From an optimization exercise on the open Yosys and OpenROAD flow, aimed at small area and a short achievable clock period; shortcuts taken in it are not production practice. The RTL was checked by simulation tests, not by an equivalence proof against the original design. Power is estimated from default activity; no workload was simulated.

$ cat flow/design.v
package lvt_pkg;
    localparam int LVT_WIDTH = 32;    
    localparam int LVT_DEPTH = 512;   
    localparam int LVT_PORTS = 4;     
    localparam int LVT_REQS  = 8;     
    localparam int LVT_CNT_W = 16;    
endpackage
import lvt_pkg::*;
module lvt_sched_pick
#(
    parameter  int DEPTH = lvt_pkg::LVT_DEPTH,
    parameter  int PORTS = lvt_pkg::LVT_PORTS,
    parameter  int REQS  = lvt_pkg::LVT_REQS,
    localparam int AW    = $clog2(DEPTH),
    localparam int RW    = (REQS > 1) ? $clog2(REQS) : 1,
    localparam int CW    = $clog2(REQS)
) (
    input  logic [RW-1:0]                 rr,
    input  logic [REQS-1:0]               req_valid,
    input  logic [REQS-1:0][AW-1:0]       req_addr,
    output logic [REQS-1:0]               req_ready,
    output logic [PORTS-1:0][REQS-1:0]    sel,
    output logic [RW-1:0]                 next_rr,
    output logic                          conflict
);
    logic [REQS-1:0][REQS-1:0] prior;   
    logic [REQS-1:0][REQS-1:0] eq;       
    logic [REQS-1:0]           first;
    logic [REQS-1:0][CW-1:0]   cnt;      
    logic [REQS-1:0]           last;     
    always_comb begin
        for (int i = 0; i < REQS; i++) begin
            for (int j = 0; j < REQS; j++) begin
                prior[i][j] = (((j - int'(rr)) + REQS) % REQS) < (((i - int'(rr)) + REQS) % REQS);
            end
        end
    end
    always_comb begin
        for (int i = 0; i < REQS; i++) begin
            eq[i][i] = 1'b0;
            for (int j = 0; j < i; j++) begin
                eq[i][j] = (req_addr[i] == req_addr[j]);
                eq[j][i] = eq[i][j];
            end
        end
    end
    always_comb begin
        for (int i = 0; i < REQS; i++) begin
            first[i] = req_valid[i] & ~|(req_valid & eq[i] & prior[i]);
        end
    end
    always_comb begin
        conflict = 1'b0;
        for (int i = 0; i < REQS; i++) begin
            cnt[i] = '0;
            for (int j = 0; j < REQS; j++) begin
                cnt[i] = cnt[i] + CW'(first[j] & prior[i][j]);
            end
            req_ready[i] = first[i] && (cnt[i] < CW'(PORTS));
            for (int k = 0; k < PORTS; k++) begin
                sel[k][i] = first[i] && (cnt[i] == CW'(k));
            end
            if (req_valid[i] && !first[i] && (cnt[i] < CW'(PORTS))) conflict = 1'b1;
        end
    end
    always_comb begin
        next_rr = rr;
        for (int i = 0; i < REQS; i++) begin
            last[i] = req_ready[i];
            for (int j = 0; j < REQS; j++) begin
                if (req_ready[j] && prior[j][i]) last[i] = 1'b0;
            end
            if (last[i]) next_rr = RW'((i + 1) % REQS);
        end
    end
endmodule
import lvt_pkg::*;
module lvt_write_scheduler
#(
    parameter  int WIDTH = lvt_pkg::LVT_WIDTH,
    parameter  int DEPTH = lvt_pkg::LVT_DEPTH,
    parameter  int PORTS = lvt_pkg::LVT_PORTS,
    parameter  int REQS  = lvt_pkg::LVT_REQS,
    localparam int AW    = $clog2(DEPTH),
    localparam int RW    = (REQS > 1) ? $clog2(REQS) : 1
) (
    input  logic                          clk,
    input  logic                          rst_n,
    input  logic [REQS-1:0]               req_valid,
    input  logic [REQS-1:0][AW-1:0]       req_addr,
    input  logic [REQS-1:0][WIDTH-1:0]    req_data,
    output logic [REQS-1:0]               req_ready,
    output logic [PORTS-1:0]              port_en,
    output logic [PORTS-1:0][AW-1:0]      port_addr,
    output logic [PORTS-1:0][WIDTH-1:0]   port_d,
    output logic [LVT_CNT_W-1:0]          conflict_cnt
);
    logic [RW-1:0]                rr_q;
    logic [PORTS-1:0]             port_en_q;
    logic [PORTS-1:0][AW-1:0]     port_addr_q, port_addr_d;
    logic [PORTS-1:0][WIDTH-1:0]  port_d_q, port_d_d;
    logic [LVT_CNT_W-1:0]         conflict_cnt_q, conflict_cnt_d;
    logic [REQS-1:0]              valid_g;
    logic [PORTS-1:0][REQS-1:0]   sel;
    logic [PORTS-1:0]             pick_en;
    logic [RW-1:0]                next_rr;
    logic                         conflict;
    assign valid_g = req_valid & {REQS{rst_n}};
    lvt_sched_pick #(
        .DEPTH (DEPTH),
        .PORTS (PORTS),
        .REQS  (REQS)
    ) u_pick (
        .rr        (rr_q),
        .req_valid (valid_g),
        .req_addr  (req_addr),
        .req_ready (req_ready),
        .sel       (sel),
        .next_rr   (next_rr),
        .conflict  (conflict)
    );
    always_comb begin
        for (int k = 0; k < PORTS; k++) begin
            pick_en[k]     = |sel[k];
            port_addr_d[k] = pick_en[k] ? '0 : port_addr_q[k];
            port_d_d[k]    = pick_en[k] ? '0 : port_d_q[k];
            for (int i = 0; i < REQS; i++) begin
                port_addr_d[k] = port_addr_d[k] | ({AW{sel[k][i]}} & req_addr[i]);
                port_d_d[k]    = port_d_d[k]    | ({WIDTH{sel[k][i]}} & req_data[i]);
            end
        end
        conflict_cnt_d = (conflict && !(&conflict_cnt_q)) ? conflict_cnt_q + 1'b1 : conflict_cnt_q;
    end
    always_ff @(posedge clk or negedge rst_n) begin
        if (!rst_n) begin
            rr_q           <= '0;
            port_en_q      <= '0;
            port_addr_q    <= '0;
            port_d_q       <= '0;
            conflict_cnt_q <= '0;
        end else begin
            rr_q           <= next_rr;
            port_en_q      <= pick_en;
            port_addr_q    <= port_addr_d;
            port_d_q       <= port_d_d;
            conflict_cnt_q <= conflict_cnt_d;
        end
    end
    assign port_en      = port_en_q;
    assign port_addr    = port_addr_q;
    assign port_d       = port_d_q;
    assign conflict_cnt = conflict_cnt_q;
endmodule
$ cat flow/run.sh
#!/bin/bash
# synth_recipe.tcl (not shown) runs the flow's synth.tcl, then flattens the netlist and writes it again
# the make line also repeats each setting of config.mk as NAME=value (left out here)
make -C /OpenROAD-flow-scripts/flow DESIGN_CONFIG=/design/flow/config.mk WORK_HOME=/design/flow/orfs CLKGATE_MAP_FILE= SYNTH_SCRIPT=/design/flow/synth_recipe.tcl finish
$ cat flow/config.mk
export PLATFORM = sky130hd
export DESIGN_NAME = lvt_write_scheduler
export DESIGN_NICKNAME = lvt_write_scheduler
export VERILOG_FILES = /design/flow/design.v
export SDC_FILE = /design/flow/constraint.sdc
export NUM_CORES = 4
export LEC_CHECK = 0
export CAP_MARGIN = 20
export CORE_MARGIN = 2
export CORE_UTILIZATION = 40
export SLEW_MARGIN = 20
$ cat flow/constraint.sdc
create_clock -name core_clock -period 21.0 [get_ports {clk}]
set_input_delay 4.2000 -clock core_clock [delete_from_list [all_inputs] [get_ports {clk}]]
set_output_delay 4.2000 -clock core_clock [all_outputs]
set_load 0.01 [all_outputs]
==> notes.md <==
-- Yosys cell counts, types with 5 or more instances --
cell type	count	area, µm²
sky130_fd_sc_hd__o211a_1	6	60.1
sky130_fd_sc_hd__nand2b_1	6	37.5
sky130_fd_sc_hd__nand3_1	79	395
sky130_fd_sc_hd__a21o_1	52	390
sky130_fd_sc_hd__a222oi_1	289	2890
sky130_fd_sc_hd__inv_2	9	33.8
sky130_fd_sc_hd__nand2_1	159	597
sky130_fd_sc_hd__and2_1	16	100
sky130_fd_sc_hd__clkbuf_1	145	544
sky130_fd_sc_hd__buf_4	5	37.5
sky130_fd_sc_hd__nor3b_1	5	37.5
sky130_fd_sc_hd__xnor2_1	71	622
sky130_fd_sc_hd__buf_2	92	460
sky130_fd_sc_hd__a221o_1	6	60.1
sky130_fd_sc_hd__nor3_1	58	290
sky130_fd_sc_hd__or4b_1	5	50.1
sky130_fd_sc_hd__fa_1	25	500
sky130_fd_sc_hd__a21oi_1	47	235
sky130_fd_sc_hd__or3_1	12	75.1
sky130_fd_sc_hd__o22ai_1	6	37.5
sky130_fd_sc_hd__a22o_1	38	333
sky130_fd_sc_hd__and3b_1	5	43.8
sky130_fd_sc_hd__buf_6	10	113
sky130_fd_sc_hd__nor4b_1	5	43.8
sky130_fd_sc_hd__and4_1	7	61.3
sky130_fd_sc_hd__and3_1	25	156
sky130_fd_sc_hd__ha_1	44	551
sky130_fd_sc_hd__a22oi_1	173	1300
sky130_fd_sc_hd__nor4_1	43	269
sky130_fd_sc_hd__or4_1	9	67.6
sky130_fd_sc_hd__o2111ai_1	42	368
sky130_fd_sc_hd__nand4_1	123	769
sky130_fd_sc_hd__o21ai_0	6	30.0
sky130_fd_sc_hd__dfrtp_1	187	4680
sky130_fd_sc_hd__a221oi_1	11	96.3
sky130_fd_sc_hd__nor2b_1	5	31.3
sky130_fd_sc_hd__xor2_1	206	1800
sky130_fd_sc_hd__a31oi_1	8	50.1
sky130_fd_sc_hd__inv_1	94	353
sky130_fd_sc_hd__nor2_1	88	330
-- power groups by stage --
stage,clock [mW],sequential (mW),combinational [mW]
3_5_place_dp,0,0.705,3.81
2_1_floorplan,0,0.750,2.19
6_report,0.346,0.711,4.05
3_3_place_gp,0,0.708,3.78
4_1_cts,0.345,0.705,3.83
5_1_grt,0.358,0.723,4.15
-- layout make-up --
type / count / area share
multi-input cells: 1747 / 0.526
repair buffers: 578 / 0.222
flip-flops and latches: 187 / 0.183
well taps: 622 / 0.0304
clock buffers: 21 / 0.0180
inverters: 103 / 0.0151
clock inverters: 10 / 0.00415
diodes: 24 / 0.00234
-- kinds of logic after synthesis --
family | Yosys count
compound gates | 721
buf+inv | 360
mux | 4
flops | 187
simple gates | 674
xor+xnor | 279
fa+ha+maj | 69
-- path summary, 6_finish.rpt --
path                                          from                            end  depth (start not counted)
max                                    req_addr[6]                   req_ready[6]                         20
min                        port_d_q[116]$_DFF_PN0_        port_d_q[116]$_DFF_PN0_                          1
max reg2reg                    rr_q[0]$_DFFE_PN0P_         port_d_q[56]$_DFF_PN0_                         26
min reg2reg                port_d_q[116]$_DFF_PN0_        port_d_q[116]$_DFF_PN0_                          1
max in group asynchronous                    rst_n        port_d_q[119]$_DFF_PN0_                          2
min in group asynchronous                    rst_n  conflict_cnt_q[6]$_DFFE_PN0P_                          1
-- state kept, by name, summed over array words and instances (netlist names) --
name / cells
conflict_cnt_q: 16
port_addr_q: 36
port_d_q: 128
port_en_q: 4
rr_q: 3
-- worst reg2reg max path, stage by stage (launching register included) --
cell	delay [ns]
sky130_fd_sc_hd__dfrtp_1	0.69
sky130_fd_sc_hd__inv_1	0.23
sky130_fd_sc_hd__ha_1	0.57
sky130_fd_sc_hd__xnor2_2	0.70
sky130_fd_sc_hd__inv_1	0.22
sky130_fd_sc_hd__ha_1	0.28
sky130_fd_sc_hd__a221oi_1	0.86
sky130_fd_sc_hd__nor3_1	0.27
sky130_fd_sc_hd__nor3_1	0.31
sky130_fd_sc_hd__nand4_1	0.46
sky130_fd_sc_hd__inv_1	0.37
sky130_fd_sc_hd__nand2_1	0.14
sky130_fd_sc_hd__fa_1	0.50
sky130_fd_sc_hd__fa_1	0.50
sky130_fd_sc_hd__inv_1	0.05
sky130_fd_sc_hd__ha_1	0.27
sky130_fd_sc_hd__ha_1	0.13
sky130_fd_sc_hd__inv_1	0.05
sky130_fd_sc_hd__fa_1	0.44
sky130_fd_sc_hd__xnor2_1	0.24
sky130_fd_sc_hd__nor3_4	0.52
sky130_fd_sc_hd__and3_2	0.27
sky130_fd_sc_hd__buf_4	0.64
sky130_fd_sc_hd__nor3_1	0.13
sky130_fd_sc_hd__nand3_2	0.57
sky130_fd_sc_hd__buf_4	0.58
sky130_fd_sc_hd__o2111ai_1	0.21
-- metal layers --
metal | vias to the layer above | track usage | wire length [µm]
met1 | 12145 | 0.592 | 44400
met4 | 8 | 0.338 | 10600
met3 | 774 | 0.178 | 19100
met2 | 2728 | 0.702 | 52700
li1 | 9939 | - | -
met5 | - | 0.00391 | 55
-- stage by stage --
| stage | setup WS [ns] | instance area, µm² |
|---|---|---|
| global route | 5.22 | 25600 |
| floorplan | 8.06 | 19600 |
| detailed placement | 5.61 | 25000 |
| finish | 5.46 | 25600 |
| CTS | 5.60 | 25600 |
| global placement | 5.68 | 25000 |
==> reports/metrics.json <==
{
  "crit_path_top_delay_cell": {"value": "sky130_fd_sc_hd__clkdlybuf4s50_1"},
  "clock_tree_from_tritoncts": {"value": "yes"},
  "post_cts_resize_count": {"value": 0},
  "synth.avg_cell_area": {"value": 8.53, "unit": "µm²"},
  "intPower": {"value": 2.19, "unit": "mW"},
  "grt_pass1_vias": {"value": 24992},
  "net-switching-power": {"value": 2.91, "unit": "mW"},
  "portBuffers": {"value": 529},
  "leakage": {"value": 10.2, "unit": "nW"},
  "reg2reg_slack": {"value": 10.63, "unit": "ns"},
  "std_cell_rows": {"value": 81},
  "synth-async-reset-ratio": {"value": 1.00},
  "final-hold-violation-count": {"value": 0},
  "total_routing_usage_reported_by_global_routing": {"value": 0.484},
  "skew": {"value": 0.0186, "unit": "ns"},
  "path_cells": {"value": "clkdlybuf4s50_1 -> xor2_1 -> or4_1 -> or4b_1 -> o31ai_1 -> or4b_1 -> nor2_1 -> and2_1 -> ha_1 -> inv_1 -> fa_1 -> fa_1 -> inv_1 -> ha_1 -> fa_1 -> xnor2_1 -> nand2_1 -> or4_1 -> inv_2 -> clkdlybuf4s50_1"},
  "max_freq": {"value": 0.0643, "unit": "GHz"},
  "fin_hold_ws": {"value": 0.483, "unit": "ns"},
  "crit_fanout": {"value": 11},
  "hold_class": {"value": "flop to flop"},
  "placedCellCount": {"value": 3237},
  "hold_buffers": {"value": 0},
  "post-cts-setup-buffer-count": {"value": 0},
  "max-clock-path-buffers": {"value": 2},
  "layout.cells.most_common": {"value": "sky130_fd_sc_hd__clkdlybuf4s50_1"},
  "compound_gate_fraction_of_synth_area": {"value": 0.315},
  "final_antenna_net_count": {"value": 0},
  "post_synthesis_cell_area": {"value": 19600, "unit": "µm²"},
  "rsz0062_at_grt": {"value": "false"},
  "layout_cell_share_with_drive_strength_beyond_1": {"value": 0.0544},
  "critical_path_class": {"value": "primary input to output port"},
  "synth_edf_count": {"value": 0},
  "run_status": {"value": "complete, no violations"},
  "final_util": {"value": 0.527},
  "vias": {"value": 25594},
  "layout_worst_path_cycle_share": {"value": 0.740},
  "synth.area.mux_share": {"value": 0.00243},
  "period_needed": {"value": 15.54, "unit": "ns"},
  "ioPinCount": {"value": 530},
  "clock_sinks": {"value": 187},
  "synthesis.instances": {"value": 2294},
  "power_frac_comb": {"value": 0.793},
  "multi_input_area": {"value": 13500, "unit": "µm²"},
  "worst-endpoint-required": {"value": 16.80, "unit": "ns"},
  "initial_utilization": {"value": 0.402},
  "dp.final_hpwl": {"value": 81.3, "unit": "mm"},
  "setup_total_negative_slack": {"value": 0, "unit": "ns"},
  "slew-limit-headroom": {"value": 0.268},
  "grt_pass1_wl": {"value": 177, "unit": "mm"},
  "setup-violations-final": {"value": 0},
  "synth_top_flop_cell": {"value": "sky130_fd_sc_hd__dfrtp_1"},
  "area.sequential": {"value": 4680, "unit": "µm²"},
  "die_height": {"value": 225, "unit": "µm"},
  "synth-warning-count": {"value": 2},
  "drt-pass1-iter-count": {"value": 15},
  "final_net_count": {"value": 3041},
  "n_fill_cell": {"value": 4539},
  "cp_common_cell": {"value": "sky130_fd_sc_hd__fa_1"},
  "worstSetupStartpointType": {"value": "primary input"},
  "grt_max_degree": {"value": 140},
  "total_power": {"value": 5.10, "unit": "mW"},
  "post_layout_nonfiller_instances": {"value": 3292},
  "power.density": {"value": 199, "unit": "nW/µm²"},
  "routed_wire_length_per_instance": {"value": 38.5, "unit": "µm"},
  "cts_root_buf": {"value": "sky130_fd_sc_hd__clkbuf_16"},
  "critPathTopFamily": {"value": "simple AND/OR/NAND/NOR gates"},
  "die_w": {"value": 225, "unit": "µm"},
  "yosysSeqAreaShare": {"value": 0.239},
  "max-cap-violations": {"value": 0},
  "synthesis.nets": {"value": 2701},
  "htree_num_levels": {"value": 4},
  "p_clk_frac": {"value": 0.068},
  "timing_max_transition_violations_final": {"value": 0},
  "syn_to_final_growth": {"value": 31.0, "unit": "%"},
  "grt_antenna_before_repair": {"value": 25},
  "detail_route.wirelength": {"value": 127, "unit": "mm"},
  "synthSimpleGateAreaFrac": {"value": 0.184},
  "design.die.area": {"value": 50700, "unit": "µm²"},
  "detailedRoute.firstIterationViolations": {"value": 6455},
  "netlist-cell-type-count": {"value": 88},
  "worstSkewPairLatency": {"value": 0.51, "unit": "ns"},
  "globalRouteOverflowTotal": {"value": 0},
  "synthAdderAreaFrac": {"value": 0.0537},
  "most-common-layout-cells": {"value": "528 x sky130_fd_sc_hd__clkdlybuf4s50_1, 289 x sky130_fd_sc_hd__a222oi_1, 206 x sky130_fd_sc_hd__xor2_1, 187 x sky130_fd_sc_hd__dfrtp_1, 173 x sky130_fd_sc_hd__a22oi_1"},
  "worst_setup_hold_path_clk_slew": {"value": 0.07, "unit": "ns"},
  "power.switching_fraction": {"value": 0.570},
  "via_per_inst": {"value": 7.77},
  "cts_made_buffers": {"value": 17},
  "timing.critical_path.arrival": {"value": 11.34, "unit": "ns"},
  "synth_top_family_by_area": {"value": "compound AO/OA/AOI/OAI gates"},
  "worstMarginPinSlew": {"value": 1.10, "unit": "ns"},
  "routabilityCongestion": {"value": 1.01},
  "worst_path_largest_cell_delay": {"value": 0.91, "unit": "ns"},
  "cp.buffers_inverters": {"value": 5},
  "yosys.area_share.xor_xnor": {"value": 0.126},
  "drc_errors": {"value": 0},
  "seq_power_share": {"value": 0.139},
  "vdd_ir_drop_max": {"value": 0.205, "unit": "mV"},
  "type_of_destination_of_the_critical_path": {"value": "output port"},
  "synth.ff_latch_count": {"value": 187},
  "core_area": {"value": 48600, "unit": "µm²"}
}

[port drivers added, routing unchanged]
In the flow no input, the clock included, has a driving cell. The finished layout below was timed again as built, in two steps.
Step 1, drivers: a clkbuf_16 drives clk and a buf_2 each remaining input, both assumed.
Step 2 adds t to the input delays and takes it off the output delays; t is the mean of the earliest and latest rising clock arrival at the registers after step 1. Input paths then give back, and output paths get back, about the clock's delay inside the block.
a / b / c = no drivers / after step 1 / after step 2; a / b = the first two.
t (ns): 0.570
setup WS [ns]: 5.455 / 5.421 / 5.421
clock arrival spread, ns: 0.021 / 0.021
worst register clock-pin slew, ns: 0.09 / 0.09
After both steps this run still meets setup and hold. The setup slack of this run moves by -0.034 ns with the drivers and by -0.034 ns with both steps.
